From an optimization exercise on the open Yosys and OpenROAD flow, aimed at small area and a short achievable clock period; shortcuts taken in it are not production practice.
At most, simulation tests tie the RTL to the original design; equivalence was not proved.
No functional check of the RTL was part of runs 2 and 4 to 6.
Power is estimated from default activity; no workload was simulated.

`design/flow/run.sh`:
```
#!/bin/bash
# synth_recipe.tcl (not shown) runs the flow's synth.tcl, then flattens the netlist and writes it again
# the make line also repeats each setting of config.mk as NAME=value (left out here)
make -C /OpenROAD-flow-scripts/flow DESIGN_CONFIG=/design/flow/config.mk WORK_HOME=/design/flow/orfs CLKGATE_MAP_FILE= SYNTH_SCRIPT=/design/flow/synth_recipe.tcl finish
```
`design/flow/config.mk`:
```
export PLATFORM = sky130hd
export DESIGN_NAME = dmem_pipe
export DESIGN_NICKNAME = dmem_pipe
export VERILOG_FILES = /design/flow/design.v
export SDC_FILE = /design/flow/constraint.sdc
export NUM_CORES = 4
export LEC_CHECK = 0
export CAP_MARGIN = 20
export CORE_MARGIN = 2
export CORE_UTILIZATION = 40
export SLEW_MARGIN = 20
```
`design/flow/constraint.sdc`:
```
create_clock -name core_clock -period 3.2 [get_ports {clk}]
set_input_delay 0.6400 -clock core_clock [delete_from_list [all_inputs] [get_ports {clk}]]
set_output_delay 0.6400 -clock core_clock [all_outputs]
set_load 0.01 [all_outputs]
```
`design/flow/design.v`:
```
`default_nettype none
module dmem_pipe #(
  parameter int ADDR_W = 6,
  parameter int DATA_W = 32,
  parameter int LAT    = 2
) (
  input  logic              clk,
  input  logic              rst,
  input  logic              req,
  input  logic              wr,
  input  logic [ADDR_W-1:0] addr,
  input  logic [DATA_W-1:0] din,
  input  logic [DATA_W/8-1:0] be,
  output logic              ready,
  output logic              rvalid,
  output logic [DATA_W-1:0] dout
);
  localparam int DEPTH = 1 << ADDR_W;
  localparam int NB    = DATA_W / 8;
  localparam int CNT_W = 3;
  localparam logic [CNT_W-1:0] CNT_INIT = (LAT > 1) ? CNT_W'(LAT - 2) : '0;
  typedef enum logic [1:0] {
    S_IDLE = 2'd0,
    S_WAIT = 2'd1,
    S_RESP = 2'd2
  } state_t;
  state_t            state_q;
  logic [CNT_W-1:0]  cnt_q;
  logic              ready_q;
  logic              rvalid_q;
  logic [DATA_W-1:0] dout_q;
  logic [DATA_W-1:0] rdata_q;
  logic [DATA_W-1:0] mem_q [DEPTH];
  logic              w_acc;
  logic              w_wr_en;
  logic [NB-1:0]     w_wbe;
  assign w_acc   = req & ready_q;
  assign w_wr_en = w_acc & wr & ~rst;
  assign w_wbe = be;
  always_ff @(posedge clk) begin
    if (w_wr_en) begin
      for (int b = 0; b < NB; b++) begin
        if (w_wbe[b]) begin
          mem_q[addr][8*b +: 8] <= din[8*b +: 8];
        end
      end
    end
  end
  always_ff @(posedge clk or posedge rst) begin
    if (rst) begin
      state_q  <= S_IDLE;
      cnt_q    <= '0;
      ready_q  <= 1'b1;
      rvalid_q <= 1'b0;
      dout_q   <= '0;
      rdata_q  <= '0;
    end else begin
      rvalid_q <= 1'b0;
      ready_q  <= 1'b1;
      case (state_q)
        S_IDLE, S_RESP: begin
          if (w_acc && !wr) begin
            rdata_q <= mem_q[addr];
            if (LAT == 1) begin
              state_q  <= S_RESP;
              rvalid_q <= 1'b1;
              dout_q   <= mem_q[addr];
            end else begin
              state_q <= S_WAIT;
              cnt_q   <= CNT_INIT;
              ready_q <= 1'b0;
            end
          end else begin
            state_q <= S_IDLE;
          end
        end
        S_WAIT: begin
          if (cnt_q == '0) begin
            state_q  <= S_RESP;
            rvalid_q <= 1'b1;
            dout_q   <= rdata_q;
          end else begin
            cnt_q   <= cnt_q - 1'b1;
            ready_q <= 1'b0;
          end
        end
        default: begin
          state_q <= S_IDLE;
        end
      endcase
    end
  end
  assign ready  = ready_q;
  assign rvalid = rvalid_q;
  assign dout   = dout_q;
endmodule
`default_nettype wire
```
==> results.txt, run 1 <==
Layout:
- After filler insertion, the fill cell instance count of the layout stands at 16900.
- Registers take 63300 sq um.
- In the final layout, the multi-input gates occupy 17100 sq um.
- Leaving out filler cells and counting taps, the final layout contains 7979.
- The area growth from synthesis to layout is 19.8%.
- The net count of the finished layout is 5174.
- Of the cells placed in the final design, the portion with a size suffix greater than 1 is 25.4%.

Min path:
- The instance count along the most critical hold path is 1.
- The worst hold path belongs to the class in2reg.

Critical path:
- The count of cells along the worst register-to-register path is 8.
- The worst setup path is launched from an input pin.
- STA classifies the critical path endpoint as a flop.
- In this run the number of cells on the critical path is 6.
- The internal reg-to-reg setup slack is 610 ps.
- The cell type of the slowest stage on the worst timing path is sky130_fd_sc_hd__nand2_1.
- In this design, the largest share of critical-path delay is due to simple AND/OR/NAND/NOR gates.
- The endpoint arrival time on the critical path is 3640 ps.
- For the worst setup path, the data required time is 3750 ps.
- For this run, the slowest stage of the critical path takes 780 ps.
- In this run the worst path has a maximum fanout of 19.
- The number of buffers and inverters on the critical path is 3.
- Walking the worst path, the cells encountered are clkdlybuf4s50_1 > nor3_2 > buf_12 > nand2_1 > nor2_1 > buf_4.
- The critical path start-end classification is in2reg.

Power:
- Summed over all cells, the static leakage comes to 32.4 nW.
- The ratio of total power to cell area is 623 nW/um^2.
- The power consumption is 0.0610 W.
- The highest ir drop seen on vdd is 0.581 mV.

Detailed routing:
- Across all layers, the routed design uses 48000 vias.
- The residual DRC count is 0.
- The wire length per cell after detailed routing is 33.2 um.
- The average vias per placed instance is 6.01.
- The violation count after the first detailed-route iteration is 6863.
- The first detailed-routing pass took 6 iterations.
- The aggregate routed wire length is 265000 um.
- The detail route stage leaves a number of antenna-violating nets equal to 0.

Placement:
- The count of buffers inserted at the top-level ports is 79.
- At the end of routability-driven placement, the weighted congestion stood at 0.962.
- The HPWL after detailed placement is 176000 um.
- The minimum setup slack after placement is -632 ps.
- Including well taps, the total number of placed cells is 7588.

Timing:
- The final number of hold-violating endpoints is 0.
- Derived from the worst setup path, the maximum achievable clock frequency is 324 MHz.
- For the pin with the worst max-slew slack, the measured transition is 1250 ps.
- The final max-slew violation count was 0.
- The worst slack on hold paths is 51.6 ps.
- Headroom to the max-slew limit came out at 16.8%.
- Setup repair after global routing left no endpoint under its margin.
- The final clock period utilization by the worst path is 96.4%.
- Once routing completed, OpenROAD measured the worst setup slack at 114 ps.
- The count of endpoints failing setup in the final report is 0.
- Setup total negative slack on the finished layout was measured at 0 ps.
- The smallest clock period supported by the final layout is computed as 3090 ps.
- The worst-case clock skew is 59.2 ps.

Synth:
- Synthesis inferred 2119 register bits.
- In the synthesized netlist, the cells that appear most often are sky130_fd_sc_hd__edfxtp_1 (2048), sky130_fd_sc_hd__nor2_1 (398), sky130_fd_sc_hd__mux2i_1 (336).
- The part of the Yosys area used for sequential elements is 77.4%.
- The area of the mapped netlist is 81800 sq um.
- For this run, the number of Yosys warnings is 1.
- By area the synthesized netlist is led by sky130_fd_sc_hd__edfxtp_1 (75%), sky130_fd_sc_hd__mux4_2 (5.4%), sky130_fd_sc_hd__mux2i_1 (4.1%).
- The largest total area in the synthesized netlist belongs to sky130_fd_sc_hd__edfxtp_1.
- The most used flip-flop cell after synthesis is sky130_fd_sc_hd__edfxtp_1.
- The proportion of register bits with asynchronous set or reset after synthesis is 3.35%.
- The fraction of post-synthesis cell area in the top cell type by area is 75.2%.
- The distinct cell type count of the synthesized netlist is 58.
- Synthesis handed over a netlist of 4452 instances.
- The synthesized area divided by synthesized cell count is 18.4 sq um.
- The count of flip-flops with a built-in enable after synthesis is 2048.
- The post-synth net total is 4500.
- The most used standard cell by instance count after synthesis is sky130_fd_sc_hd__edfxtp_1.

Clocking:
- The post-cts resize count is 0.
- The number of H-tree levels is 4.
- In this run the clock root is driven by a sky130_fd_sc_hd__clkbuf_16.
- The number of CTS-inserted buffers is 207.
- The worst-case clock buffer depth is 3.
- For this design, the sink count on the clock tree is 2119.
- The clock slew at the register clock pins of the worst setup and hold paths is 60 ps.
- Clock latency on the worst-skew pair, taken at its later pin, is 890 ps.
- The TritonCTS clock tree is done.

Die:
- The floorplan die width is 456 um.
- The floorplan has 165 rows.
- The initial core utilization is 40.3%.
- The floorplan step set the die height to 456 um.
- The number of top-level pins is 80.
- The area of the die is 208000 sq um.
- The core footprint is 203000 sq um.

GRT:
- The via count of the first global-routing pass is 47000.
- Across every metal layer, demand over resource in global routing totals 24.9%.
- The global-route wire length before repair is 368000 um.
- The pin count of the biggest net entering global routing is 65.
- The number of antenna violations at the first check in global routing was 8.
- The global-route congestion overflow total is 0.

Outcome:
- The run finished with no timing, DRC or antenna violations.

Flow run:
- Across the run, the number of max-cap violations was 0.
[power by group]
part	internal (W)	switching (W)	leakage (nW)
logic	0.00190	0.00284	9.83
clock network	0.0141	0.0108	3.39
registers	0.0309	0.000494	19.2
[layout make-up]
class,count,share of cell area (%)
tap,2672,3.41
clock buffer,262,5.65
sequential,2119,64.6
clock inverter,125,1.47
antenna,3,0.00766
inverter,9,0.0447
multi-input combinational,2019,17.5
timing repair buffer,770,7.36
[cell usage in the layout (no fill, tap or decap), drive strengths merged, types with 15 or more instances in the layout]
cell type      Yosys  routed
edfxtp          2048    2048
buf              172     725
nor2             400     400
mux2i            336     336
clkbuf           133     262
a221oi           244     244
mux4             195     195
nand2            145     145
a22oi            138     138
o21ai            105     105
clkinv             0      86
mux2              79      79
dfrtp             70      70
nand3             60      60
o22ai             59      59
a21oi             54      54
clkdlybuf4s50      0      44
a31oi             22      22
bufinv             0      22
a221o             20      20
o32a              20      20
inv                9      17
a22o              15      15
[routing by layer]
layer  GRT usage [%]  vias up  part of all wire (%)
met5               0        -                 0.036
met4            12.5       16                   5.6
met3            5.52      591                   9.9
met2            38.2     2744                    45
met1            33.7    25100                    39
li1                -    19500                     -
[state kept, by name (all words and copies together) (netlist names)]
register / flops
cnt_q: 3
rdata_q: 32
rvalid_q: 1
ready_q: 1
mem_q: 2048
state_q: 2
dout_q: 32
[kinds of logic after synthesis]
family	share of synthesized area [%]
flip-flops	77.4
AO/OA/AOI/OAI	6.84
AND/OR/NAND/NOR	3.32
multiplexers	10.6
buffers and inverters	1.86
adder cells (fa/ha/maj)	0.0306
XOR/XNOR	0.0107
[through the flow]
stage	utilization, %	cell area, sq um
global placement	44.9	91000
global route	48.3	98000
finish	48.3	98000
CTS	48.3	98000
floorplan	-	81800
detailed placement	44.9	91000
[final timing paths]
check,from,end
max,addr[3],mem_q[3][29]$_DFFE_PP_
min,din[28],mem_q[37][28]$_DFFE_PP_
max reg2reg,mem_q[3][17]$_DFFE_PP_,rdata_q[17]$_DFFE_PP0P_
min reg2reg,cnt_q[0]$_DFFE_PP0P_,cnt_q[0]$_DFFE_PP0P_
max in group asynchronous,rst,ready_q$_DFF_PP1_
min in group asynchronous,rst,rdata_q[11]$_DFFE_PP0P_
[timing repair]
item                      in CTS  in global routing
hold buffers                   1                  0
hold endpoints to repair       2                  0
setup buffers                  0                  0
==> run 2: changes to the inputs <==
==> design/flow/design.v (replaced) <==
`default_nettype none
module dmem_pipe #(
  parameter int ADDR_W = 6,
  parameter int DATA_W = 32,
  parameter int LAT    = 2
) (
  input  logic              clk,
  input  logic              rst,
  input  logic              req,
  input  logic              wr,
  input  logic [ADDR_W-1:0] addr,
  input  logic [DATA_W-1:0] din,
  input  logic [DATA_W/8-1:0] be,
  output logic              ready,
  output logic              rvalid,
  output logic [DATA_W-1:0] dout
);
  localparam int DEPTH = 1 << ADDR_W;
  localparam int NB    = DATA_W / 8;
  logic              ready_q;
  logic              rvalid_q;
  logic [DATA_W-1:0] dout_q;
  logic [DEPTH-1:0]  rsel_q;      
  logic [DATA_W-1:0] mem_q [DEPTH];
  logic              w_acc;
  logic              w_wr_en;
  logic              w_rd_en;
  logic [NB-1:0]     w_wbe;
  assign w_acc   = req & ready_q;
  assign w_wr_en = w_acc & wr & ~rst;
  assign w_rd_en = w_acc & ~wr;
  assign w_wbe = be;
  always_ff @(posedge clk) begin
    for (int w = 0; w < DEPTH; w++) begin
      for (int b = 0; b < NB; b++) begin
        if (w_wr_en && addr == ADDR_W'(w) && w_wbe[b]) begin
          mem_q[w][8*b +: 8] <= din[8*b +: 8];
        end
      end
    end
  end
  always_ff @(posedge clk) begin
    for (int w = 0; w < DEPTH; w++) begin
      rsel_q[w] <= (addr == ADDR_W'(w));
    end
  end
  logic [DATA_W-1:0] w_rdata;
  always_comb begin
    w_rdata = '0;
    for (int w = 0; w < DEPTH; w++) begin
      w_rdata = w_rdata | (mem_q[w] & {DATA_W{rsel_q[w]}});
    end
  end
  always_ff @(posedge clk or posedge rst) begin
    if (rst) begin
      ready_q  <= 1'b1;
      rvalid_q <= 1'b0;
      dout_q   <= '0;
    end else begin
      ready_q  <= ~w_rd_en;
      rvalid_q <= ~ready_q;
      if (!ready_q) begin
        dout_q <= w_rdata;
      end
    end
  end
  assign ready  = ready_q;
  assign rvalid = rvalid_q;
  assign dout   = dout_q;
endmodule
`default_nettype wire
--- a/design/flow/config.mk
+++ b/design/flow/config.mk
@@ -9,3 +9,6 @@
 export CORE_MARGIN = 2
-export CORE_UTILIZATION = 40
+export CORE_UTILIZATION = 65
+export CTS_CLUSTER_DIAMETER = 60
+export CTS_CLUSTER_SIZE = 30
+export SETUP_SLACK_MARGIN = 1.0
 export SLEW_MARGIN = 20
==> run 2 against run 1 <==
Compared with the run above: still clean; die area shrank 42%; hold slack better by 120 ps; clock-buffer cell count is 105 lower; sequential cell count grew 27; wire length up 19%; via count is 9.0% higher; sequential share of layout area grew 5.9 points.
==> results.txt, run 2 <==
Layout:
- The library cell used most frequently in the layout, excluding fill and tap cells, is sky130_fd_sc_hd__edfxtp_1.
- The area growth from synthesis to layout is 17.7%.
- The number of flip-flops in the largest register was 2048 (unchanged).
- The proportion of layout cells with a drive suffix above 1 is 23.8% (-1.5 points).
- The final design utilization is 76.9% (+29 points).
- The number of fillers in the final layout is 6520 (-62%).
- The largest registers in the layout are mem_q (2048), rsel_q (64), dout_q (32).
- The final standard cell area without fillers was 90600 sq um (-7.5%).
- In the layout the commonest cells are sky130_fd_sc_hd__edfxtp_1 (2048), sky130_fd_sc_hd__a22oi_1 (551), sky130_fd_sc_hd__buf_4 (387).
- The net count of the finished layout was 4698 (-9.2%).
- More flip-flops sit in one register than any other, and that register is mem_q.

Timing:
- The shortest clock period the worst path allows after layout was 2320 ps (-769 ps).
- The highest attainable clock frequency is 432 MHz (+33%).
- The pin slew with the least headroom to its limit is 1030 ps (-215 ps).
- The final max-slew violation count was 0 (unchanged).
- The worst-case setup margin in the final layout was 884 ps (+769 ps).
- The final number of hold-violating endpoints came to 0 (unchanged).
- The final clock period utilization by the worst path is 72.4% (-24 points).
- The worst-case clock skew is 24.2 ps (-35.0 ps).
- Setup repair after global routing could not meet its margin everywhere.
- The count of endpoints failing setup in the final report is 0 (unchanged).
- The worst slack on hold paths was 176 ps (+125 ps).
- The setup TNS came to 0 ps (unchanged).
- The worst max-slew margin expressed relative to the limit was 31.3% (+15 points).

Critical path:
- The critical path data required time was 3910 ps (+160 ps).
- The critical path capture point type is a flop.
- The setup path with the least slack is of type reg2reg.
- The type of element launching the critical path is a flop.
- The largest fanout on the critical path is 8 (-11).
- The endpoint arrival time on the critical path came to 3030 ps (-610 ps).
- The count of cells along the worst register-to-register path came to 7 (-1).

Placement:
- The count of buffers inserted at the top-level ports is 79 (unchanged).
- The routability congestion estimate from global placement is 1.04 (+7.9%).
- The minimum setup slack after placement was -377 ps (+255 ps).
- The area after detailed placement was 82500 sq um (-9.3%).
- The HPWL after detailed placement is 190000 um (+8.1%).

Detailed routing:
- The number of nets with antenna violations after routing is 0 (unchanged).
- The total number of vias is 52300 (+9.0%).
- The residual DRC count came to 0 (unchanged).
- The average vias per placed instance was 8.28 (+38%).
- The aggregate routed wire length came to 314000 um (+19%).
- The wire length per cell after detailed routing came to 49.7 um (+50%).
- The violation count after the first detailed-route iteration is 12600 (+83%).
- The first-pass iteration count of the detailed router is 8 (+2).

Synth:
- The proportion of register bits with asynchronous set or reset after synthesis is 1.58% (-1.8 points).
- Of all cell types, the one taking the most synthesized area is sky130_fd_sc_hd__edfxtp_1.
- The synthesized area divided by synthesized cell count is 18.6 sq um (+1.2%).
- The count of flip-flops with a built-in enable after synthesis was 2048 (unchanged).
- The part of the Yosys area used for sequential elements is 82.7% (+5.3 points).
- The distinct cell type count of the synthesized netlist is 27 (-53%).
- The instance count of the mapped netlist is 4140 (-7.0%).
- The post-synth net total was 4186 (-7.0%).
- The number of storage elements in the synthesis netlist is 2146 (+1.3%).
- The most used flip-flop cell after synthesis is sky130_fd_sc_hd__edfxtp_1.
- In the synthesized netlist, the cells that appear most often are sky130_fd_sc_hd__edfxtp_1 (2048), sky130_fd_sc_hd__a22oi_1 (556), sky130_fd_sc_hd__and3_1 (256).
- The most common cell in the synthesized netlist is sky130_fd_sc_hd__edfxtp_1.
- The area of the mapped netlist is 77000 sq um (-5.9%).
- The warning count from the yosys run was 2 (+1).
- Sorting the synthesized cells by area gives the leading types as sky130_fd_sc_hd__edfxtp_1 (80%), sky130_fd_sc_hd__a22oi_1 (5.4%), sky130_fd_sc_hd__a22o_1 (2.3%).
- The fraction of post-synthesis cell area in the top cell type by area is 79.9% (+4.7 points).

Die:
- The area of the die is 121000 sq um (-42%).
- The core footprint is 118000 sq um (-42%).
- The count of standard-cell rows is 126 (-24%).
- The number of top-level pins is 80 (unchanged).
- The floorplan die width is 348 um (-24%).
- The height of the die came to 348 um (-24%).
- The initial core utilization is 65.3% (+25 points).

GRT:
- The global-route wire length before repair was 410000 um (+12%).
- The number of antenna violations at the first check in global routing is 19 (+11).
- The via count of the first global-routing pass is 48100 (+2.4%).
- The pin count of the biggest net entering global routing came to 65 (unchanged).
- The global-route congestion overflow total was 0 (unchanged).
- The aggregate global-route resource usage was 51.2% (+26 points).

Min path:
- The classification of the worst-slack hold path is in2reg.
- The instance count along the most critical hold path was 1 (unchanged).

Flow run:
- The count of max-cap constraint violations is 0 (unchanged).

Power:
- The ratio of total power to cell area is 583 nW/um^2 (-6.5%).
- The static power due to leakage was 29.8 nW (-8.0%).
- The highest ir drop seen on vdd is 0.742 mV (+28%).

Clocking:
- The quantity of hold-fixing buffers added after cts came to 0 (-1).
- The number of H-tree levels is 4 (unchanged).
- The number of CTS-inserted buffers is 141 (-32%).
- The clock slew at the register clock pins of the worst setup and hold paths is 90 ps (+30 ps).
- The number of clock sinks is 2146 (+1.3%).
- The root buffer cell is sky130_fd_sc_hd__clkbuf_16.
- The TritonCTS clock tree is done.
- The worst-case clock buffer depth is 3 (unchanged).
- The insertion delay of the later-clocked pin in the worst-skew pair is 840 ps (-50 ps).

Outcome:
- The run finished with no timing, DRC or antenna violations.
==> run 2: changes by cell type in the layout (fill, tap and decap cells not counted), moves of 149 or more <==
cell and delta:
sky130_fd_sc_hd__a22oi_1 +413, sky130_fd_sc_hd__nand4_1 +149, sky130_fd_sc_hd__nor2_1 -327, sky130_fd_sc_hd__a22o_1 +185, sky130_fd_sc_hd__mux4_2 -195, sky130_fd_sc_hd__mux2i_1 -336
sky130_fd_sc_hd__buf_4 -194
==> run 2: cell families (layout without fill, tap and decap cells) <==
group | count (synthesis) | in the layout | share of synthesized area [%]
compound gates | 1056 | 1056 | 11.1
buf+inv | 280 | 899 | 1.37
flops | 2146 | 2146 | 82.7
other cells | 0 | 16 | 0
simple gates | 658 | 658 | 4.88
==> run 2: what timing repair did <==
| action | in CTS | in global routing |
|---|---|---|
| endpoints found under the setup margin | 2108 | 1017 |
| hold endpoints to repair | 0 | 0 |
| gates cloned | 7 | 5 |
| pin swaps | 29 | 27 |
| resized for setup | 302 | 182 |
| buffers inserted | 73 | 37 |
==> run 2: worst max-delay path, cell delays in order, from the launching register on <==
cell and delay [ps]:
sky130_fd_sc_hd__dfxtp_4 420, sky130_fd_sc_hd__buf_4 160, sky130_fd_sc_hd__buf_4 190, sky130_fd_sc_hd__a221oi_2 510, sky130_fd_sc_hd__nand3_1 260, sky130_fd_sc_hd__nor4_2 390
sky130_fd_sc_hd__buf_4 190, sky130_fd_sc_hd__a2bb2oi_1 60
==> run 2: path summary, 6_finish.rpt <==
kind                                  startpoint                 endpoint  slack, ps
max in group asynchronous                    rst   dout_q[23]$_DFFE_PP0N_       1970
setup / recovery              rsel_q[11]$_DFF_P_   dout_q[25]$_DFFE_PP0N_        880
min in group asynchronous                    rst   dout_q[12]$_DFFE_PP0N_        530
hold reg to reg            dout_q[1]$_DFFE_PP0N_    dout_q[1]$_DFFE_PP0N_        540
setup reg to reg              rsel_q[11]$_DFF_P_   dout_q[25]$_DFFE_PP0N_        880
hold / removal                           din[14]  mem_q[61][14]$_DFFE_PP_        180
==> run 2: area by class of cell <==
cell class                 count  area (sq um)  area share, %
multi-input combinational   1714         13400           14.7
clock inverter                93          1170           1.29
clock buffer                 157          3680           4.07
sequential                  2146         63900           70.5
antenna                       16          40.0         0.0442
timing repair buffer         647          6540           7.22
tap                         1536          1920           2.12
inverter                       2          11.3         0.0124
==> run 2: power by group <==
| group | internal [W] | switching [W] | total [W] |
|---|---|---|---|
| Clock | 0.00963 | 0.0102 | 0.0199 |
| Combinational | 0.000559 | 0.00142 | 0.00198 |
| Sequential | 0.0308 | 0.000165 | 0.0309 |
==> run 2: stage by stage <==
step | instances | total power [W]
after floorplan | 4140 | 0.0320
final | 6311 | 0.0528
after global routing | 6296 | 0.0535
after detailed placement | 5923 | 0.0334
after global placement | 5922 | 0.0333
after CTS | 6253 | 0.0524
==> run 2: metal layers <==
metal / global-route usage, % / vias up / part of all wire (%)
li1: - / 18600 / -
met1: 66.3 / 25500 / 30
met2: 70.4 / 6610 / 41
met3: 21.7 / 1583 / 20
met4: 35.8 / 16 / 9.4
met5: 0.800 / - / 0.091
==> run 3: changes to the inputs <==
--- a/design/flow/design.v
+++ b/design/flow/design.v
@@ -19,3 +19,3 @@
   localparam int NB    = DATA_W / 8;
-  logic              ready_q;
+  logic              busy_q;      
   logic              rvalid_q;
@@ -28,3 +28,3 @@
   logic [NB-1:0]     w_wbe;
-  assign w_acc   = req & ready_q;
+  assign w_acc   = req & ~busy_q;
   assign w_wr_en = w_acc & wr & ~rst;
@@ -55,3 +55,3 @@
     if (rst) begin
-      ready_q  <= 1'b1;
+      busy_q   <= 1'b0;
       rvalid_q <= 1'b0;
@@ -59,5 +59,5 @@
     end else begin
-      ready_q  <= ~w_rd_en;
-      rvalid_q <= ~ready_q;
-      if (!ready_q) begin
+      busy_q   <= w_rd_en;
+      rvalid_q <= busy_q;
+      if (busy_q) begin
         dout_q <= w_rdata;
@@ -66,3 +66,3 @@
   end
-  assign ready  = ready_q;
+  assign ready  = ~busy_q;
   assign rvalid = rvalid_q;
--- a/design/flow/config.mk
+++ b/design/flow/config.mk
@@ -10,5 +10,3 @@
 export CORE_UTILIZATION = 65
-export CTS_CLUSTER_DIAMETER = 60
-export CTS_CLUSTER_SIZE = 30
-export SETUP_SLACK_MARGIN = 1.0
+export SETUP_SLACK_MARGIN = 1.3
 export SLEW_MARGIN = 20
==> run 3 against run 2 <==
Compared with the run above: still clean on timing, DRC and antenna; register-to-register slack improved by 90 ps; clock power rose by 24%; first-iteration DRC count grew 14%; die area is 0.35% higher; power grew 10%; clock skew is 1.4 ps higher; non-clock buffer count down 78; critical path type unchanged.
==> results.txt, run 3 <==
Layout:
- Leaving out fill and tap cells, the most frequent cells in the layout are sky130_fd_sc_hd__edfxtp_1 (2048), sky130_fd_sc_hd__a22oi_1 (623), sky130_fd_sc_hd__buf_4 (319).
- The number of fillers in the final layout came to 5955 (-8.7%).
- The number of flip-flops in the largest register is 2048 (unchanged).
- The area growth from synthesis to layout is 22.7%.
- The most flop-heavy register is mem_q.
- The leading cell type in the layout, fill and taps excluded is sky130_fd_sc_hd__edfxtp_1.
- The net count of the finished layout is 4742 (+0.94%).
- The largest registers in the layout are mem_q (2048), rsel_q (64), dout_q (32).
- The proportion of layout cells with a drive suffix above 1 is 30.0% (+6.2 points).

Synth:
- The most used standard cell by instance count after synthesis is sky130_fd_sc_hd__edfxtp_1.
- The post-synth net total is 4250 (+1.5%).
- The part of the Yosys area used for sequential elements came to 82.4% (-0.30 points).
- Sorting the synthesized cells by area gives the leading types as sky130_fd_sc_hd__edfxtp_1 (80%), sky130_fd_sc_hd__a22oi_1 (6.7%), sky130_fd_sc_hd__and3_1 (2.1%).
- The synthesized area divided by synthesized cell count is 18.4 sq um (-1.2%).
- The area of the mapped netlist came to 77200 sq um (+0.36%).
- The library cell with the largest summed area after synthesis is sky130_fd_sc_hd__edfxtp_1.
- The proportion of register bits with asynchronous set or reset after synthesis is 1.58% (unchanged).
- The most used flip-flop cell after synthesis is sky130_fd_sc_hd__edfxtp_1.
- Sorting the synthesized cells by how often they occur yields sky130_fd_sc_hd__edfxtp_1 (2048), sky130_fd_sc_hd__a22oi_1 (687), sky130_fd_sc_hd__and3_1 (256).
- The count of flip-flops with a built-in enable after synthesis was 2048 (unchanged).
- The instance count of the mapped netlist is 4204 (+1.5%).
- The distinct cell type count of the synthesized netlist is 34 (+26%).
- The warning count from the yosys run is 2 (unchanged).
- The fraction of post-synthesis cell area in the top cell type by area is 79.6% (-0.29 points).
- The number of storage elements in the synthesis netlist was 2146 (unchanged).

Die:
- The number of top-level pins is 80 (unchanged).
- The core footprint is 118000 sq um (+0.13%).
- The floorplan die width is 349 um (+0.18%).
- The area of the die is 122000 sq um (+0.35%).
- The initial core utilization is 65.5% (+0.15 points).
- The count of standard-cell rows is 126 (unchanged).
- The height of the die is 349 um (+0.18%).

Critical path:
- The count of buffer and inverter cells on the critical path came to 5 (+2).
- The endpoint arrival time on the critical path was 2740 ps (-290 ps).
- The dominant delay contributor by cell family on the critical path is simple AND/OR/NAND/NOR gates.
- The largest stage delay on the critical path was 430 ps (-80 ps).
- The most numerous cell type found on the critical path is sky130_fd_sc_hd__buf_6.
- The critical path start-end classification is reg2reg.
- The critical path data required time was 3720 ps (-190 ps).
- The critical path capture point type is a flop.
- The count of cells along the worst register-to-register path was 8 (+1).
- The type of element launching the critical path is a flop.
- The cell type of the slowest stage on the worst timing path is sky130_fd_sc_hd__dfrtp_2.
- The worst register-to-register path ends at mem_q[27][7]$_DFFE_PP_.
- The largest fanout on the critical path is 8 (unchanged).
- Walking the worst path, the cells encountered are clkinv_4 > buf_6 > nand4_4 > nor2_4 > buf_6 > buf_6 > buf_16 > and3_4.
- The launch point of the worst reg-to-reg path is busy_q$_DFF_PP0_.
- The internal reg-to-reg setup slack came to 980 ps (+90 ps).

Min path:
- The instance count along the most critical hold path was 1 (unchanged).
- The worst min-delay path startpoint is din[2].
- The classification of the worst-slack hold path is in2reg.
- The path with the worst hold slack has its endpoint at mem_q[23][2]$_DFFE_PP_.

Timing:
- The highest attainable clock frequency is 450 MHz (+4.2%).
- The worst-case clock skew is 25.6 ps (+1.43 ps).
- The shortest clock period the worst path allows after layout is 2220 ps (-92.4 ps).
- The count of endpoints failing setup in the final report is 0 (unchanged).
- Setup repair after global routing could not meet its margin everywhere.
- The final max-slew violation count came to 0 (unchanged).
- The setup TNS is 0 ps (unchanged).
- The final clock period utilization by the worst path was 69.5% (-2.9 points).
- The worst max-slew margin expressed relative to the limit came to 32.0% (+0.69 points).
- The pin slew with the least headroom to its limit is 1020 ps (-10.4 ps).
- The worst-case setup margin in the final layout is 976 ps (+92.4 ps).
- The final number of hold-violating endpoints is 0 (unchanged).

Clocking:
- The number of H-tree levels is 4 (unchanged).
- CTS placed an instance of sky130_fd_sc_hd__clkbuf_16 at the clock tree root.
- The quantity of hold-fixing buffers added after cts is 0 (unchanged).
- The number of CTS-inserted buffers is 199 (+41%).
- The number of clock sinks was 2146 (unchanged).
- The clock slew at the register clock pins of the worst setup and hold paths is 70 ps (-20 ps).
- The insertion delay of the later-clocked pin in the worst-skew pair came to 850 ps (about the same).
- The TritonCTS clock tree is done.
- The worst-case clock buffer depth is 3 (unchanged).

Power:
- The highest ir drop seen on vdd is 0.624 mV (-16%).
- The power consumption is 0.0580 W (+10%).
- The ratio of total power to cell area is 612 nW/um^2 (+5.1%).
- The static power due to leakage is 30.6 nW (+2.7%).

Placement:
- The minimum setup slack after placement was 283 ps (+660 ps).
- The count of buffers inserted at the top-level ports is 79 (unchanged).
- The routability congestion estimate from global placement is 1.11 (+6.5%).
- The HPWL after detailed placement is 198000 um (+4.0%).

GRT:
- The pin count of the biggest net entering global routing is 65 (unchanged).
- The aggregate global-route resource usage is 54.8% (+3.6 points).
- The global-route wire length before repair came to 434000 um (+5.7%).
- The global-route congestion overflow total is 0 (unchanged).
- The number of antenna violations at the first check in global routing was 29 (+10).
- The via count of the first global-routing pass came to 48700 (+1.3%).

Detailed routing:
- The total number of vias is 54400 (+4.2%).
- The number of nets with antenna violations after routing came to 0 (unchanged).
- The residual DRC count was 0 (unchanged).
- The average vias per placed instance is 8.46 (+2.2%).
- The violation count after the first detailed-route iteration came to 14300 (+14%).
- The first-pass iteration count of the detailed router is 12 (+4).
- The aggregate routed wire length is 341000 um (+8.7%).
- The wire length per cell after detailed routing is 53.1 um (+6.6%).

Outcome:
- The flow ran to the end and the layout has no timing, DRC or antenna violations.

Flow run:
- The count of max-cap constraint violations is 0 (unchanged).
[run 3: cell count changes in the layout (fill, tap and decap cells not counted), sizes merged, moves of 30 or more]
cell / change
a22oi: +132
nand2: +32
a2bb2oi: -30
nor3: +30
clkbuf: +99
a221oi: -66
nor2: +32
a22o: -66
buf: -44
clkinv: +36
[run 3: layout make-up]
class,instances,area [sq um],area share (%)
Tap cell,1536,1920,2.03
Clock buffer,260,5510,5.82
Sequential cell,2146,63900,67.4
Clock inverter,114,1190,1.25
Timing Repair Buffer,569,6560,6.93
Multi-Input combinational cell,1778,15600,16.5
Inverter,2,16.3,0.0172
Antenna cell,30,75.1,0.0792
[run 3: worst max path at each step]
| stage | endpoint | depth (start not counted) | from | slack (ps) |
|---|---|---|---|---|
| finish | mem_q[27][7]$_DFFE_PP_ | 8 | busy_q$_DFF_PP0_ | 980 |
| global route | mem_q[27][20]$_DFFE_PP_ | 9 | busy_q$_DFF_PP0_ | 980 |
| CTS | ready | 2 | busy_q$_DFF_PP0_ | 1040 |
| detailed placement | mem_q[33][4]$_DFFE_PP_ | 6 | rst | 280 |
| global placement | mem_q[33][4]$_DFFE_PP_ | 6 | rst | 270 |
| floorplan | mem_q[48][0]$_DFFE_PP_ | 5 | rst | 910 |
[run 3: timing repair]
item | CTS | global route
cloned | 30 | 2
buffers inserted | 173 | 77
setup endpoints to repair | 2114 | 2114
hold endpoints to repair | 0 | 0
gates resized for setup | 655 | 187
pin swaps | 70 | 85
[run 3: kinds of logic after synthesis]
kind of cell	count (synthesis)	synth area share [%]
AOI/OAI and AO/OA	1052	10.8
and+or+nand+nor	726	5.23
DFF	2146	82.4
buffers and inverters	280	1.59
[run 3: routing by layer]
| metal | GRT usage (%) | routed length, um |
|---|---|---|
| met1 | 68.6 | 99900 |
| met2 | 72.1 | 132000 |
| met3 | 29.4 | 72500 |
| met4 | 40.4 | 36800 |
| met5 | 1.28 | 188 |
[run 3: per-stage QoR]
stage,utilization (%),area [sq um],std cells,hold slack (ps)
after floorplan,-,77800,4204,372
after global placement,69.0,81400,5749,527
after detailed placement,69.0,81400,5749,536
after CTS,78.6,92700,6326,302
after global routing,80.3,94700,6407,320
final,80.3,94700,6435,316
[run 3: report_power, final]
group,internal [W],switching [W]
registers,0.0308,0.000158
clock network,0.0140,0.0107
logic,0.000701,0.00170
==> run 4: changes to the inputs <==
--- a/design/flow/design.v
+++ b/design/flow/design.v
@@ -22,3 +22,5 @@
   logic [DATA_W-1:0] dout_q;
-  logic [DEPTH-1:0]  rsel_q;      
+  logic [DEPTH-1:0]  sel_q;       
+  logic [NB-1:0]     wbe_q;       
+  logic [DATA_W-1:0] wdata_q;     
   logic [DATA_W-1:0] mem_q [DEPTH];
@@ -34,8 +36,6 @@
     for (int w = 0; w < DEPTH; w++) begin
-      for (int b = 0; b < NB; b++) begin
-        if (w_wr_en && addr == ADDR_W'(w) && w_wbe[b]) begin
-          mem_q[w][8*b +: 8] <= din[8*b +: 8];
-        end
-      end
+      sel_q[w] <= (addr == ADDR_W'(w));
     end
+    wbe_q   <= w_wr_en ? w_wbe : '0;
+    wdata_q <= din;
   end
@@ -43,3 +43,7 @@
     for (int w = 0; w < DEPTH; w++) begin
-      rsel_q[w] <= (addr == ADDR_W'(w));
+      for (int b = 0; b < NB; b++) begin
+        if (sel_q[w] && wbe_q[b]) begin
+          mem_q[w][8*b +: 8] <= wdata_q[8*b +: 8];
+        end
+      end
     end
@@ -50,3 +54,3 @@
     for (int w = 0; w < DEPTH; w++) begin
-      w_rdata = w_rdata | (mem_q[w] & {DATA_W{rsel_q[w]}});
+      w_rdata = w_rdata | (mem_q[w] & {DATA_W{sel_q[w]}});
     end
--- a/design/flow/config.mk
+++ b/design/flow/config.mk
@@ -10,3 +10,3 @@
 export CORE_UTILIZATION = 65
-export SETUP_SLACK_MARGIN = 1.3
+export SETUP_SLACK_MARGIN = 1.2
 export SLEW_MARGIN = 20
==> run 4 against run 3 <==
Compared with the run above: sequential cell count up 36; area after synthesis up 1.3%; clock skew up 7.1 ps; largest power group unchanged.
==> results.txt, run 4 <==
Outcome:
- The flow ran to the end and the layout has no timing, DRC or antenna violations.

Layout:
- The total area of multi-input combinational cells is 13100 sq um (-16%).
- The area taken by flip-flops and latches came to 64600 sq um (+1.2%).
- The net count of the finished layout came to 4698 (-0.93%).
- In the layout the commonest cells are sky130_fd_sc_hd__edfxtp_1 (2048), sky130_fd_sc_hd__a22oi_1 (650), sky130_fd_sc_hd__buf_4 (335).
- The proportion of layout cells with a drive suffix above 1 is 21.3% (-8.8 points).
- The largest registers in the layout are mem_q (2048), sel_q (64).
- The final standard cell count with taps included and fillers excluded came to 6455 (+0.31%).
- The number of flip-flops in the largest register is 2048 (unchanged).
- Leaving out fill and tap cells, the most frequent cell in the layout is sky130_fd_sc_hd__edfxtp_1.
- The number of fillers in the final layout is 6784 (+14%).
- Relative to the synthesized area, the layout overhead comes to 16.9%.
- mem_q holds more flip-flops than any other register.

Critical path:
- The endpoint arrival time on the critical path is 3110 ps (+370 ps).
- The largest fanout on the critical path is 8 (unchanged).
- The launch point of the worst reg-to-reg path is sel_q[31]$_DFF_P_.
- The setup path with the least slack is of type reg2reg.
- The count of cells along the worst register-to-register path is 5 (-3).
- The critical path data required time is 3900 ps (+180 ps).
- The type of element launching the critical path is a flop.
- The internal reg-to-reg setup slack was 780 ps (-190 ps).
- The critical path capture point type is a flop.
- The worst register-to-register path ends at dout_q[11]$_DFFE_PP0P_.

Timing:
- Setup repair after global routing could not meet its margin everywhere.
- The pin slew with the least headroom to its limit is 1170 ps (+155 ps).
- The final number of hold-violating endpoints was 0 (unchanged).
- The count of endpoints failing setup in the final report is 0 (unchanged).
- The highest attainable clock frequency is 414 MHz (-8.0%).
- The shortest clock period the worst path allows after layout came to 2420 ps (+192 ps).
- The worst slack on hold paths is 232 ps (-83.5 ps).
- The setup TNS came to 0 ps (unchanged).
- The final clock period utilization by the worst path is 75.5% (+6.0 points).
- The worst-case clock skew is 32.7 ps (+7.10 ps).
- The worst max-slew margin expressed relative to the limit is 21.7% (-10 points).
- The final max-slew violation count is 0 (unchanged).

Detailed routing:
- The total number of vias is 49600 (-9.0%).
- The aggregate routed wire length is 292000 um (-14%).
- The first-pass iteration count of the detailed router was 10 (-2).
- The residual DRC count came to 0 (unchanged).
- The average vias per placed instance is 7.68 (-9.3%).
- The number of nets with antenna violations after routing is 0 (unchanged).
- The violation count after the first detailed-route iteration came to 10100 (-29%).
- The wire length per cell after detailed routing is 45.2 um (-15%).

Die:
- The core footprint is 120000 sq um (+1.5%).
- The area of the die is 123000 sq um (+1.2%).
- The floorplan die width is 351 um (+0.62%).
- The height of the die is 351 um (+0.62%).
- The initial core utilization came to 65.4% (-0.14 points).
- The count of standard-cell rows was 127 (+0.79%).
- The number of top-level pins was 80 (unchanged).

Placement:
- The count of buffers inserted at the top-level ports was 79 (unchanged).
- The routability congestion estimate from global placement is 0.978 (-12%).
- The total instance count after detailed placement is 5860 (+1.9%).
- The HPWL after detailed placement was 174000 um (-12%).

Clocking:
- The quantity of hold-fixing buffers added after cts is 0 (unchanged).
- The tree is rooted in a sky130_fd_sc_hd__clkbuf_16.
- The clock slew at the register clock pins of the worst setup and hold paths is 60 ps (about the same).
- The worst-case clock buffer depth is 3 (unchanged).
- The number of CTS-inserted buffers is 206 (+3.5%).
- The insertion delay of the later-clocked pin in the worst-skew pair is 860 ps (about the same).
- The number of clock sinks was 2182 (+1.7%).
- The TritonCTS clock tree is done.
- The number of H-tree levels came to 4 (unchanged).

GRT:
- The number of antenna violations at the first check in global routing is 14 (-52%).
- The global-route wire length before repair is 382000 um (-12%).
- The via count of the first global-routing pass was 45600 (-6.4%).
- The global-route congestion overflow total is 0 (unchanged).
- The pin count of the biggest net entering global routing is 65 (unchanged).
- The aggregate global-route resource usage came to 47.1% (-7.7 points).

Min path:
- The path class of the tightest hold or removal check is in2reg.
- The startpoint identified for the worst hold timing path is din[16].
- The instance count along the most critical hold path is 1 (unchanged).
- The path with the worst hold slack has its endpoint at wdata_q[16]$_DFF_P_.

Synth:
- The proportion of register bits with asynchronous set or reset after synthesis was 1.56% (-0.026 points).
- The instance count of the mapped netlist is 4232 (+0.67%).
- Among all flip-flop cells after synthesis, the most frequent one is sky130_fd_sc_hd__edfxtp_1.
- The part of the Yosys area used for sequential elements is 82.3% (-0.099 points).
- The distinct cell type count of the synthesized netlist came to 31 (-8.8%).
- The count of flip-flops with a built-in enable after synthesis was 2048 (unchanged).
- In the post-synthesis netlist, the biggest area contributors are sky130_fd_sc_hd__edfxtp_1 (79%), sky130_fd_sc_hd__a22oi_1 (6.4%), sky130_fd_sc_hd__dfxtp_1 (2.6%).
- By instance count, the leading cell after synthesis is sky130_fd_sc_hd__edfxtp_1.
- The post-synth net total came to 4278 (+0.66%).
- The warning count from the yosys run came to 2 (unchanged).
- After synthesis, the most frequently instantiated cells are sky130_fd_sc_hd__edfxtp_1 (2048), sky130_fd_sc_hd__a22oi_1 (664), sky130_fd_sc_hd__and2_1 (260).
- The synthesized area divided by synthesized cell count is 18.5 sq um (+0.58%).
- The fraction of post-synthesis cell area in the top cell type by area is 78.6% (-0.99 points).
- The area of the mapped netlist is 78200 sq um (+1.3%).
- The number of storage elements in the synthesis netlist is 2182 (+1.7%).
- The library cell with the largest summed area after synthesis is sky130_fd_sc_hd__edfxtp_1.

Power:
- The highest ir drop seen on vdd is 0.639 mV (+2.4%).
- The static power due to leakage was 29.6 nW (-3.5%).
- The ratio of total power to cell area is 628 nW/um^2 (+2.6%).

Flow run:
- The count of max-cap constraint violations is 0 (unchanged).
==> run 4: cell types whose count changed after synthesis, sizes merged, moves of 11 or more <==
| cell | delta |
|---|---|
| nand4 | +11 |
| clkbuf | -12 |
| and2 | +260 |
| a221oi | +12 |
| buf | +32 |
| a22oi | -24 |
| dfxtp | +36 |
| and3 | -256 |
| nand3 | -12 |
| a22o | +12 |
| nor3 | -12 |
| nor2 | -13 |
==> run 4: worst max path at each step <==
stage | startpoint | endpoint | slack (ps) | depth (start not counted)
floorplan | rst | wbe_q[0]$_SDFF_PN0_ | 1340 | 3
global placement | sel_q[60]$_DFF_P_ | dout_q[5]$_DFFE_PP0P_ | 70 | 6
detailed placement | sel_q[33]$_DFF_P_ | dout_q[11]$_DFFE_PP0P_ | 70 | 6
CTS | sel_q[33]$_DFF_P_ | dout_q[11]$_DFFE_PP0P_ | 880 | 6
global route | sel_q[31]$_DFF_P_ | dout_q[11]$_DFFE_PP0P_ | 950 | 5
finish | sel_q[31]$_DFF_P_ | dout_q[11]$_DFFE_PP0P_ | 780 | 5
==> run 4: power breakdown <==
part | internal (W) | switching, W | total, W
Clock | 0.0136 | 0.0105 | 0.0241
Combinational | 0.000563 | 0.00100 | 0.00156
Sequential | 0.0313 | 0.000451 | 0.0317
Total | 0.0454 | 0.0120 | 0.0574
==> run 4: area by class of cell <==
class / instances / share of cell area, %
Clock buffer: 262 / 6.08
Sequential cell: 2182 / 70.7
Inverter: 2 / 0.0110
Antenna cell: 14 / 0.0383
Multi-Input combinational cell: 1750 / 14.4
Tap cell: 1612 / 2.21
Clock inverter: 123 / 1.10
Timing Repair Buffer: 510 / 5.49
==> run 4: logic make-up after synthesis <==
family / Yosys count / share of synthesized area, %
flip-flops: 2182 / 82.3
AO/OA/AOI/OAI: 1046 / 10.7
buffers and inverters: 300 / 2.03
AND/OR/NAND/NOR: 704 / 4.98
==> run 4: repair_timing <==
action / 4_1_cts / 5_1_grt
endpoints found under the setup margin: 987 / 248
pin swaps: 35 / 49
resized for setup: 344 / 103
buffers inserted: 119 / 77
==> run 4: per-layer routing <==
layer / vias up / wire length (um) / track usage, %
li1: 18400 / - / -
met1: 24700 / 92100 / 61.3
met2: 5294 / 126000 / 67.3
met3: 1076 / 49100 / 16.3
met4: 10 / 24600 / 32.6
met5: - / 58 / 0
==> run 4: worst max-delay path, stage by stage, from the launching register on <==
cell,delay [ps]
sky130_fd_sc_hd__dfxtp_4,380
sky130_fd_sc_hd__buf_12,150
sky130_fd_sc_hd__a222oi_1,740
sky130_fd_sc_hd__nand4_1,320
sky130_fd_sc_hd__nor4_4,520
sky130_fd_sc_hd__a21oi_1,150
==> run 4: metrics by stage <==
stage	area, sq um	setup slack, ps	total power [W]	util [%]
after floorplan	78200	1340	0.0326	-
final	91400	784	0.0574	76.4
after global routing	91400	952	0.0583	76.4
after global placement	81600	74.3	0.0336	68.2
after detailed placement	81600	70.9	0.0336	68.2
after CTS	90100	880	0.0569	75.3
==> run 5: changes to the inputs <==
--- a/design/flow/design.v
+++ b/design/flow/design.v
@@ -23,4 +23,6 @@
   logic [DEPTH-1:0]  sel_q;       
+  logic [7:0]        lo_q, hi_q;  
   logic [NB-1:0]     wbe_q;       
   logic [DATA_W-1:0] wdata_q;     
+  logic              pol_q;       
   logic [DATA_W-1:0] mem_q [DEPTH];
@@ -38,4 +40,21 @@
     end
+    for (int i = 0; i < 8; i++) begin
+      lo_q[i] <= (addr[2:0] == 3'(i));
+      hi_q[i] <= (addr[5:3] == 3'(i));
+    end
     wbe_q   <= w_wr_en ? w_wbe : '0;
-    wdata_q <= din;
+    wdata_q <= din ^ {DATA_W{~pol_q}};
+  end
+  always_ff @(posedge clk) begin
+    pol_q <= ~pol_q;
+  end
+  logic [NB-1:0] w_row   [DEPTH];
+  logic [NB-1:0] w_row_n [DEPTH];
+  always_comb begin
+    for (int w = 0; w < DEPTH; w++) begin
+      for (int b = 0; b < NB; b++) begin
+        w_row[w][b]   = sel_q[w] & wbe_q[b];
+        w_row_n[w][b] = ~(lo_q[w % 8] & hi_q[w / 8] & wbe_q[b]);
+      end
+    end
   end
@@ -44,5 +63,4 @@
       for (int b = 0; b < NB; b++) begin
-        if (sel_q[w] && wbe_q[b]) begin
-          mem_q[w][8*b +: 8] <= wdata_q[8*b +: 8];
-        end
+        mem_q[w][8*b +: 8] <= ~((mem_q[w][8*b +: 8] | {8{w_row[w][b]}}) &
+                                (wdata_q[8*b +: 8] | {8{w_row_n[w][b]}}));
       end
@@ -66,3 +84,3 @@
       if (busy_q) begin
-        dout_q <= w_rdata;
+        dout_q <= w_rdata ^ {DATA_W{pol_q}};
       end
--- a/design/flow/config.mk
+++ b/design/flow/config.mk
@@ -9,3 +9,5 @@
 export CORE_MARGIN = 2
-export CORE_UTILIZATION = 65
+export CORE_UTILIZATION = 70
+export CTS_CLUSTER_DIAMETER = 60
+export CTS_CLUSTER_SIZE = 30
 export SETUP_SLACK_MARGIN = 1.2
==> run 5 against run 4 <==
Compared with the run above: wire length fell by 0.28%; sequential cell count up 17; die area is 11% lower; register-to-register slack worse by 80 ps; highest routed layer unchanged; sequential share of layout area decreased by 18 points; synthesized cell count up 66%; critical path type unchanged; clock power is 18% lower; core utilization increased by 2.4 points; critical endpoint is now dout_q[26]$_DFFE_PP0P_; sequential power shrank 7.6%; non-clock buffer count shrank 115; global-route usage up 2.9 points; clock-buffer cell count fell by 102.
==> results.txt, run 5 <==
Placement:
- The count of buffers inserted at the top-level ports is 79 (unchanged).
- The HPWL after detailed placement is 160000 um (-7.7%).
- The area after detailed placement is 74700 sq um (-8.4%).
- The routability congestion estimate from global placement came to 0.937 (-4.2%).

Detailed routing:
- The average vias per placed instance came to 8.08 (+5.3%).
- The residual DRC count is 0 (unchanged).
- The aggregate routed wire length is 291000 um (-0.28%).
- The first-pass iteration count of the detailed router was 10 (unchanged).
- The wire length per cell after detailed routing is 35.3 um (-22%).
- The violation count after the first detailed-route iteration is 11000 (+8.8%).
- The number of nets with antenna violations after routing is 0 (unchanged).
- The total number of vias was 66600 (+34%).

Clocking:
- The insertion delay of the later-clocked pin in the worst-skew pair came to 800 ps (-60 ps).
- The number of clock sinks is 2199 (+0.78%).
- The number of H-tree levels is 4 (unchanged).
- The worst-case clock buffer depth was 3 (unchanged).
- The quantity of hold-fixing buffers added after cts is 0 (unchanged).
- The number of CTS-inserted buffers came to 135 (-34%).
- TritonCTS built the clock tree.
- The clock slew at the register clock pins of the worst setup and hold paths is 100 ps (+40 ps).
- The root buffer cell is sky130_fd_sc_hd__clkbuf_16.

GRT:
- The via count of the first global-routing pass is 61500 (+35%).
- The met3 global-route usage is 16.0% (-0.36 points).
- The number of antenna violations at the first check in global routing is 14 (unchanged).
- The pin count of the biggest net entering global routing is 65 (unchanged).
- The global-route congestion overflow total came to 0 (unchanged).
- The global routing usage on met2 is 69.6% (+2.3 points).
- The aggregate global-route resource usage is 50.1% (+2.9 points).
- The met1 layer usage reported by global route is 63.3% (+2.1 points).
- In this run the most used layer during global routing was met2.
- The global-route wire length before repair is 408000 um (+6.7%).

Synth:
- The fraction of post-synthesis cell area in the top cell type by area came to 57.9% (-21 points).
- The proportion of register bits with asynchronous set or reset after synthesis is 1.55% (-0.012 points).
- The distinct cell type count of the synthesized netlist came to 28 (-9.7%).
- The part of the Yosys area used for sequential elements came to 59.0% (-23 points).
- The warning count from the yosys run is 4 (+2).
- The most common cell in the synthesized netlist is sky130_fd_sc_hd__dfxtp_1.
- The post-synth net total is 7083 (+66%).
- The synthesized area divided by synthesized cell count is 10.6 sq um (-42%).
- Of all cell types, the one taking the most synthesized area is sky130_fd_sc_hd__dfxtp_1.
- The area of the mapped netlist is 74900 sq um (-4.2%).
- By area the synthesized netlist is led by sky130_fd_sc_hd__dfxtp_1 (58%), sky130_fd_sc_hd__o22ai_1 (17%), sky130_fd_sc_hd__a22o_1 (6.0%).
- The number of storage elements in the synthesis netlist came to 2199 (+0.78%).
- The instance count of the mapped netlist is 7037 (+66%).
- The most used flip-flop cell after synthesis is sky130_fd_sc_hd__dfxtp_1.
- After synthesis, the most frequently instantiated cells are sky130_fd_sc_hd__dfxtp_1 (2165), sky130_fd_sc_hd__o22ai_1 (2048), sky130_fd_sc_hd__clkbuf_1 (663).
- The count of flip-flops with a built-in enable after synthesis is 0 (-100%).

Timing:
- The shortest clock period the worst path allows after layout was 2500 ps (+81.9 ps).
- The pin slew with the least headroom to its limit is 1180 ps (+9.17 ps).
- The count of endpoints failing setup in the final report is 0 (unchanged).
- The final clock period utilization by the worst path was 78.1% (+2.6 points).
- The worst-case clock skew is 30.7 ps (-2.06 ps).
- The setup TNS was 0 ps (unchanged).
- The highest attainable clock frequency is 400 MHz (-3.3%).
- The final number of hold-violating endpoints is 0 (unchanged).
- Setup repair after global routing could not meet its margin everywhere.
- The worst max-slew margin expressed relative to the limit was 21.1% (-0.61 points).
- The final max-slew violation count was 0 (unchanged).

Die:
- The core footprint is 107000 sq um (-11%).
- The number of top-level pins is 80 (unchanged).
- The initial core utilization is 70.3% (+4.9 points).
- The count of standard-cell rows came to 120 (-5.5%).
- The floorplan die width is 331 um (-5.6%).
- The height of the die came to 331 um (-5.6%).
- The area of the die is 110000 sq um (-11%).

Layout:
- The total area of multi-input combinational cells is 28200 sq um (+120%).
- The library cell used most frequently in the layout, excluding fill and tap cells, is sky130_fd_sc_hd__dfxtp_1.
- Ranked by flip-flop count, first place goes to mem_q.
- The proportion of layout cells with a drive suffix above 1 was 14.2% (-7.1 points).
- The number of fillers in the final layout was 6701 (-1.2%).
- The number of flip-flops in the largest register is 2048 (unchanged).
- The net count of the finished layout is 6761 (+44%).
- The largest registers in the layout are mem_q (2048), sel_q (64).
- The area growth from synthesis to layout is 12.0%.
- The area taken by flip-flops and latches is 44500 sq um (-31%).
- The final standard cell area without fillers is 83900 sq um (-8.2%).
- In the layout the commonest cells are sky130_fd_sc_hd__dfxtp_1 (2052), sky130_fd_sc_hd__o22ai_1 (2048), sky130_fd_sc_hd__a22o_1 (509).

Critical path:
- STA classifies the critical path endpoint as a flop.
- The internal reg-to-reg setup slack is 700 ps (-80 ps).
- The endpoint arrival time on the critical path is 3170 ps (+60 ps).
- The largest fanout on the critical path is 5 (-3).
- STA classifies the critical path startpoint as a flop.
- The setup path with the least slack is of type reg2reg.
- The critical path data required time is 3870 ps (-30 ps).

Min path:
- The min-delay analysis places its worst path in the category in2reg.

Power:
- The ratio of total power to cell area is 619 nW/um^2 (-1.4%).
- The highest ir drop seen on vdd is 0.621 mV (-2.9%).
- The static power due to leakage is 31.5 nW (+6.5%).

Flow run:
- The count of max-cap constraint violations is 0 (unchanged).

Outcome:
- The run finished with no timing, DRC or antenna violations.
## run 5: cell families (layout without fill, tap and decap cells)
kind of cell | Yosys count | in the layout | synth area share (%)
compound gates | 3103 | 3103 | 29.5
flops | 2199 | 2199 | 59.0
mux | 1 | 1 | 0.0150
xor+xnor | 33 | 33 | 0.386
buf+inv | 873 | 660 | 5.08
other cells | 0 | 12 | 0
simple gates | 828 | 828 | 6.03
## run 5: where the power goes
part / total (W) / internal, W / switching, W
sequential: 0.0293 / 0.0283 / 0.00106
clock: 0.0197 / 0.00944 / 0.0103
combinational: 0.00293 / 0.00121 / 0.00172
## run 5: layout make-up
class	count	area share, %
Antenna cell	12	0.0358
Clock buffer	160	4.43
Clock inverter	86	1.24
Inverter	19	0.0879
Multi-Input combinational cell	3965	33.6
Sequential cell	2199	53.1
Tap cell	1403	2.09
Timing Repair Buffer	395	5.41
## run 5: metrics by stage
| stage | hold slack (ps) | std cells | setup slack, ps | total power (W) | utilization [%] |
|---|---|---|---|---|---|
| floorplan | 368 | 7037 | 1340 | 0.0309 | - |
| global placement | 417 | 7767 | 546 | 0.0322 | 70.1 |
| detailed placement | 427 | 7767 | 516 | 0.0323 | 70.1 |
| CTS | 383 | 8184 | 880 | 0.0513 | 77.7 |
| global route | 411 | 8231 | 693 | 0.0529 | 78.7 |
| finish | 389 | 8239 | 702 | 0.0520 | 78.7 |
## run 5: final timing paths
| kind | cells after the start | startpoint | endpoint |
|---|---|---|---|
| worst max-delay path | 8 | sel_q[5]$_DFF_P_ | dout_q[26]$_DFFE_PP0P_ |
| worst min-delay path | 2 | wr | busy_q$_DFF_PP0_ |
| worst max register to register | 8 | sel_q[5]$_DFF_P_ | dout_q[26]$_DFFE_PP0P_ |
| worst min register to register | 1 | mem_q[29][27]$_DFF_P_ | mem_q[29][27]$_DFF_P_ |
| max in group asynchronous | 3 | rst | dout_q[6]$_DFFE_PP0P_ |
| min in group asynchronous | 3 | rst | busy_q$_DFF_PP0_ |
## run 5: critical path, cell delays in order (launching register included)
cell and delay, ps:
sky130_fd_sc_hd__dfxtp_4 400, sky130_fd_sc_hd__buf_12 150, sky130_fd_sc_hd__buf_4 130, sky130_fd_sc_hd__a22o_1 240
sky130_fd_sc_hd__a221oi_2 260, sky130_fd_sc_hd__nand4_1 480, sky130_fd_sc_hd__nor4_4 330, sky130_fd_sc_hd__nor3_1 80
sky130_fd_sc_hd__a221o_1 300
## run 5: metal layers
layer / vias up / wire, um
met4: 6 / 30100
met1: 32100 / 100000
met3: 1492 / 45100
met2: 5627 / 116000
li1: 27300 / -
met5: - / 191
## run 5: repair_timing
action,CTS,global route
setup endpoints to repair,834,693
resized for setup,413,104
gates cloned,3,2
pin swaps,79,68
buffers inserted,168,41
==> run 6: changes to the inputs <==
==> design/flow/design.v (replaced) <==
`default_nettype none
module dmem_pipe #(
  parameter int ADDR_W = 6,
  parameter int DATA_W = 32,
  parameter int LAT    = 2
) (
  input  logic              clk,
  input  logic              rst,
  input  logic              req,
  input  logic              wr,
  input  logic [ADDR_W-1:0] addr,
  input  logic [DATA_W-1:0] din,
  input  logic [DATA_W/8-1:0] be,
  output logic              ready,
  output logic              rvalid,
  output logic [DATA_W-1:0] dout
);
  localparam int DEPTH = 1 << ADDR_W;
  localparam int NB    = DATA_W / 8;
  logic              busy_q;      
  logic              ready_q;     
  logic              rvalid_q;
  logic [DATA_W-1:0] dout_q;
  logic [DATA_W-1:0] rdata_q;     
  logic              pol_q;       
  logic [DATA_W-1:0] mem_q [DEPTH];
  logic              w_rd_en;
  logic [NB-1:0]     w_wbe;
  logic [NB-1:0]     w_we;        
  logic [NB-1:0]     w_we_b;      
  assign w_wbe = be;
  assign w_rd_en = req & ~wr & ~busy_q;
  assign w_we    = {NB{req & wr & ~rst & ready_q}} & w_wbe;
  assign w_we_b  = {NB{req & wr & ~rst & ~busy_q}} & w_wbe;
  logic [NB-1:0] w_row   [DEPTH];
  logic [NB-1:0] w_row_n [DEPTH];
  always_comb begin
    for (int w = 0; w < DEPTH; w++) begin
      for (int b = 0; b < NB; b++) begin
        w_row[w][b]   = (addr == ADDR_W'(w)) & w_we[b];
        w_row_n[w][b] = ~((addr == ADDR_W'(w)) & w_we_b[b]);
      end
    end
  end
  logic [DATA_W-1:0] w_col;
  assign w_col = din ^ {DATA_W{pol_q}};
  always_ff @(posedge clk) begin
    pol_q <= (pol_q !== 1'b1);   
  end
  always_ff @(posedge clk) begin
    for (int w = 0; w < DEPTH; w++) begin
      for (int b = 0; b < NB; b++) begin
        mem_q[w][8*b +: 8] <= ~((mem_q[w][8*b +: 8] | {8{w_row[w][b]}}) &
                                (w_col[8*b +: 8] | {8{w_row_n[w][b]}}));
      end
    end
  end
  always_ff @(posedge clk) begin
    rdata_q <= mem_q[addr] ^ {DATA_W{pol_q}};
  end
  always_ff @(posedge clk or posedge rst) begin
    if (rst) begin
      busy_q   <= 1'b0;
      ready_q  <= 1'b1;
      rvalid_q <= 1'b0;
      dout_q   <= '0;
    end else begin
      busy_q   <= w_rd_en;
      ready_q  <= ~w_rd_en;
      rvalid_q <= busy_q;
      if (busy_q) begin
        dout_q <= rdata_q;
      end
    end
  end
  assign ready  = ~busy_q;
  assign rvalid = rvalid_q;
  assign dout   = dout_q;
endmodule
`default_nettype wire
==> run 6 against run 5 <==
Compared with the run above: the run now fails in 5_1_grt; synthesized cell count increased by 0.31%; area after synthesis decreased by 2.6%.
==> results.txt, run 6 <==
Outcome:
- The first error in the log reads "[ERROR GRT-0116] Global routing finished with congestion. Check the congestion regions in the DRC Viewer".
- The run stopped with a tool error.
- The last stage the flow got to is 5_1_grt.

GRT:
- The first global-routing pass estimated 739000 um of wire.
- Global routing consumed, over all layers together, 93.6% of the routing resources.
- The via count of the first global-routing pass came to 95200.
- The global-route congestion overflow total is 1908.
- Entering global routing, the biggest net connects 65 pins.

Clocking:
- The number of clock sinks is 2116 (-3.8%).
- The number of CTS-inserted buffers is 132 (-2.2%).
- The worst-case clock buffer depth is 3 (unchanged).
- The quantity of hold-fixing buffers added after cts is 0 (unchanged).
- The cell sitting at the root of the clock tree is a sky130_fd_sc_hd__clkbuf_16.
- The number of H-tree levels is 4 (unchanged).

Die:
- The height of the die is 327 um (-1.3%).
- The initial core utilization is 70.5% (+0.23 points).
- The number of top-level pins was 80 (unchanged).
- The count of standard-cell rows came to 118 (-1.7%).
- The floorplan die width came to 327 um (-1.3%).

Placement:
- The count of buffers inserted at the top-level ports came to 79 (unchanged).
- The total instance count after detailed placement is 8741 (+13%).
- The HPWL after detailed placement came to 275000 um (+72%).
- The minimum setup slack after placement came to -678 ps (-1190 ps).
- The routability congestion estimate from global placement is 1.24 (+33%).

Synth:
- The area of the mapped netlist is 73000 sq um (-2.6%).
- The distinct cell type count of the synthesized netlist is 70 (+150%).
- By instance count, the leading cell after synthesis is sky130_fd_sc_hd__dfxtp_1.
- The instance count of the mapped netlist is 7059 (+0.31%).
- By area the synthesized netlist is led by sky130_fd_sc_hd__dfxtp_1 (57%), sky130_fd_sc_hd__o22ai_1 (18%), sky130_fd_sc_hd__a22oi_1 (6.5%).
- The part of the Yosys area used for sequential elements was 58.3% (-0.70 points).
- The proportion of register bits with asynchronous set or reset after synthesis was 1.65% (+0.11 points).
- The adder-cell share of the synthesized area was 0% (unchanged).
- The post-synth net total is 7105 (+0.31%).
- After synthesis, the largest family of logic cells by area is compound AO/OA/AOI/OAI gates.
- By count the netlist is led by sky130_fd_sc_hd__dfxtp_1 (2081), sky130_fd_sc_hd__o22ai_1 (2052), sky130_fd_sc_hd__a22oi_1 (634).
- The count of flip-flops with a built-in enable after synthesis is 0 (unchanged).
- Among all flip-flop cells after synthesis, the most frequent one is sky130_fd_sc_hd__dfxtp_1.
- The mux contribution to synthesized area is 1.99% (+2.0 points).
- The synthesized area divided by synthesized cell count was 10.3 sq um (-2.9%).
- The synthesized-area fraction occupied by ao, oa, aoi and oai cells came to 27.9% (-1.6 points).
- The warning count from the yosys run was 4 (unchanged).
- The xor-xnor portion of the synthesized cell area came to 0.768% (+0.38 points).
- The fraction of post-synthesis cell area in the top cell type by area is 57.1% (-0.76 points).
- The library cell with the largest summed area after synthesis is sky130_fd_sc_hd__dfxtp_1.
- The area share of and/or/nand/nor cells after synthesis came to 7.23% (+1.2 points).
- The number of storage elements in the synthesis netlist is 2116 (-3.8%).
[run 6: cell types whose count changed after synthesis, moves of 56 or more]
cell	delta
sky130_fd_sc_hd__and3_1	+123
sky130_fd_sc_hd__nor2_1	+271
sky130_fd_sc_hd__a22oi_1	+634
sky130_fd_sc_hd__a221oi_1	-452
sky130_fd_sc_hd__nand3_1	+67
sky130_fd_sc_hd__dfxtp_1	-84
sky130_fd_sc_hd__a21oi_1	+56
sky130_fd_sc_hd__and2_1	-286
sky130_fd_sc_hd__mux2i_1	+73
sky130_fd_sc_hd__mux2_2	+62
sky130_fd_sc_hd__nand2_1	-64
sky130_fd_sc_hd__a22o_1	-441
sky130_fd_sc_hd__clkbuf_1	-124
[run 6: per-stage QoR]
stage | cell area (sq um) | setup TNS [ps]
after floorplan | 75400 | 0
after global placement | 83700 | -10120
after detailed placement | 83700 | -13130
after CTS | 95700 | 0
[run 6: logic make-up after synthesis]
group,Yosys count
AOI/OAI and AO/OA,3023
DFF,2116
and+or+nand+nor,1043
buffers and inverters,676
muxes,137
xor gates and xnor gates,64
[run 6: how the worst max path moves through the flow]
stage                                to                  start  cells after the start
floorplan           rdata_q[15]$_DFF_P_                addr[3]                      9
CTS                 rdata_q[25]$_DFF_P_  mem_q[51][25]$_DFF_P_                      9
global placement    rdata_q[27]$_DFF_P_                addr[5]                     13
detailed placement  rdata_q[22]$_DFF_P_                addr[2]                     12
[run 6: per-layer routing]
metal,GRT usage (%),GRT overflow
met5,74.7,43
met4,92.6,687
met3,88.2,198
met2,101,818
met1,93.3,162
[run 6: power by group through the flow]
| stage | Combinational [W] | Sequential (W) | Clock, W |
|---|---|---|---|
| 4_1_cts | 0.00292 | 0.0282 | 0.0195 |
| 3_5_place_dp | 0.00253 | 0.0288 | 0 |
| 3_3_place_gp | 0.00244 | 0.0288 | 0 |
| 2_1_floorplan | 0.00126 | 0.0284 | 0 |
[run 6: timing repair]
item / CTS
setup endpoints to repair: 1749
gates cloned: 31
pin swaps: 332
buffers inserted: 304
resized for setup: 770

-- what the ideal ports hide --
No port has a modelled driver above. Below, the same layouts with a new extraction and two added sets of constraints.
Step 1: set_driving_cell puts a clkbuf_16 on clk and a buf_2 on each other input, an assumption about the parent block.
Step 2 also shifts input and output timing later by t, the mid clock arrival at the registers, as if the neighbouring blocks saw the same clock.
Three values: no drivers, after step 1, after step 2; two values: the first two.
run | t, ns | setup slack, ns | worst register clock-pin slew, ns | worst slew at a driven data input, ns
run 1 | 0.939 | 0.114 / 0.168 / -0.770 | 0.07 / 0.07 | 0.22
run 2 | 0.904 | 0.884 / 0.884 / 0.034 | 0.11 / 0.11 | 0.18
run 3 | 0.909 | 0.976 / 0.976 / 0.140 | 0.07 / 0.07 | 0.22
run 4 | 0.921 | 0.784 / 0.784 / 0.784 | 0.07 / 0.07 | 0.04
run 5 | 0.862 | 0.702 / 0.702 / 0.702 | 0.11 / 0.11 | 0.04
With both steps, setup timing fails in run 1, where it was met with ideal ports. For run 1, which loses most, drivers alone change the setup slack by +0.054 ns; drivers and shift together by -0.884 ns.
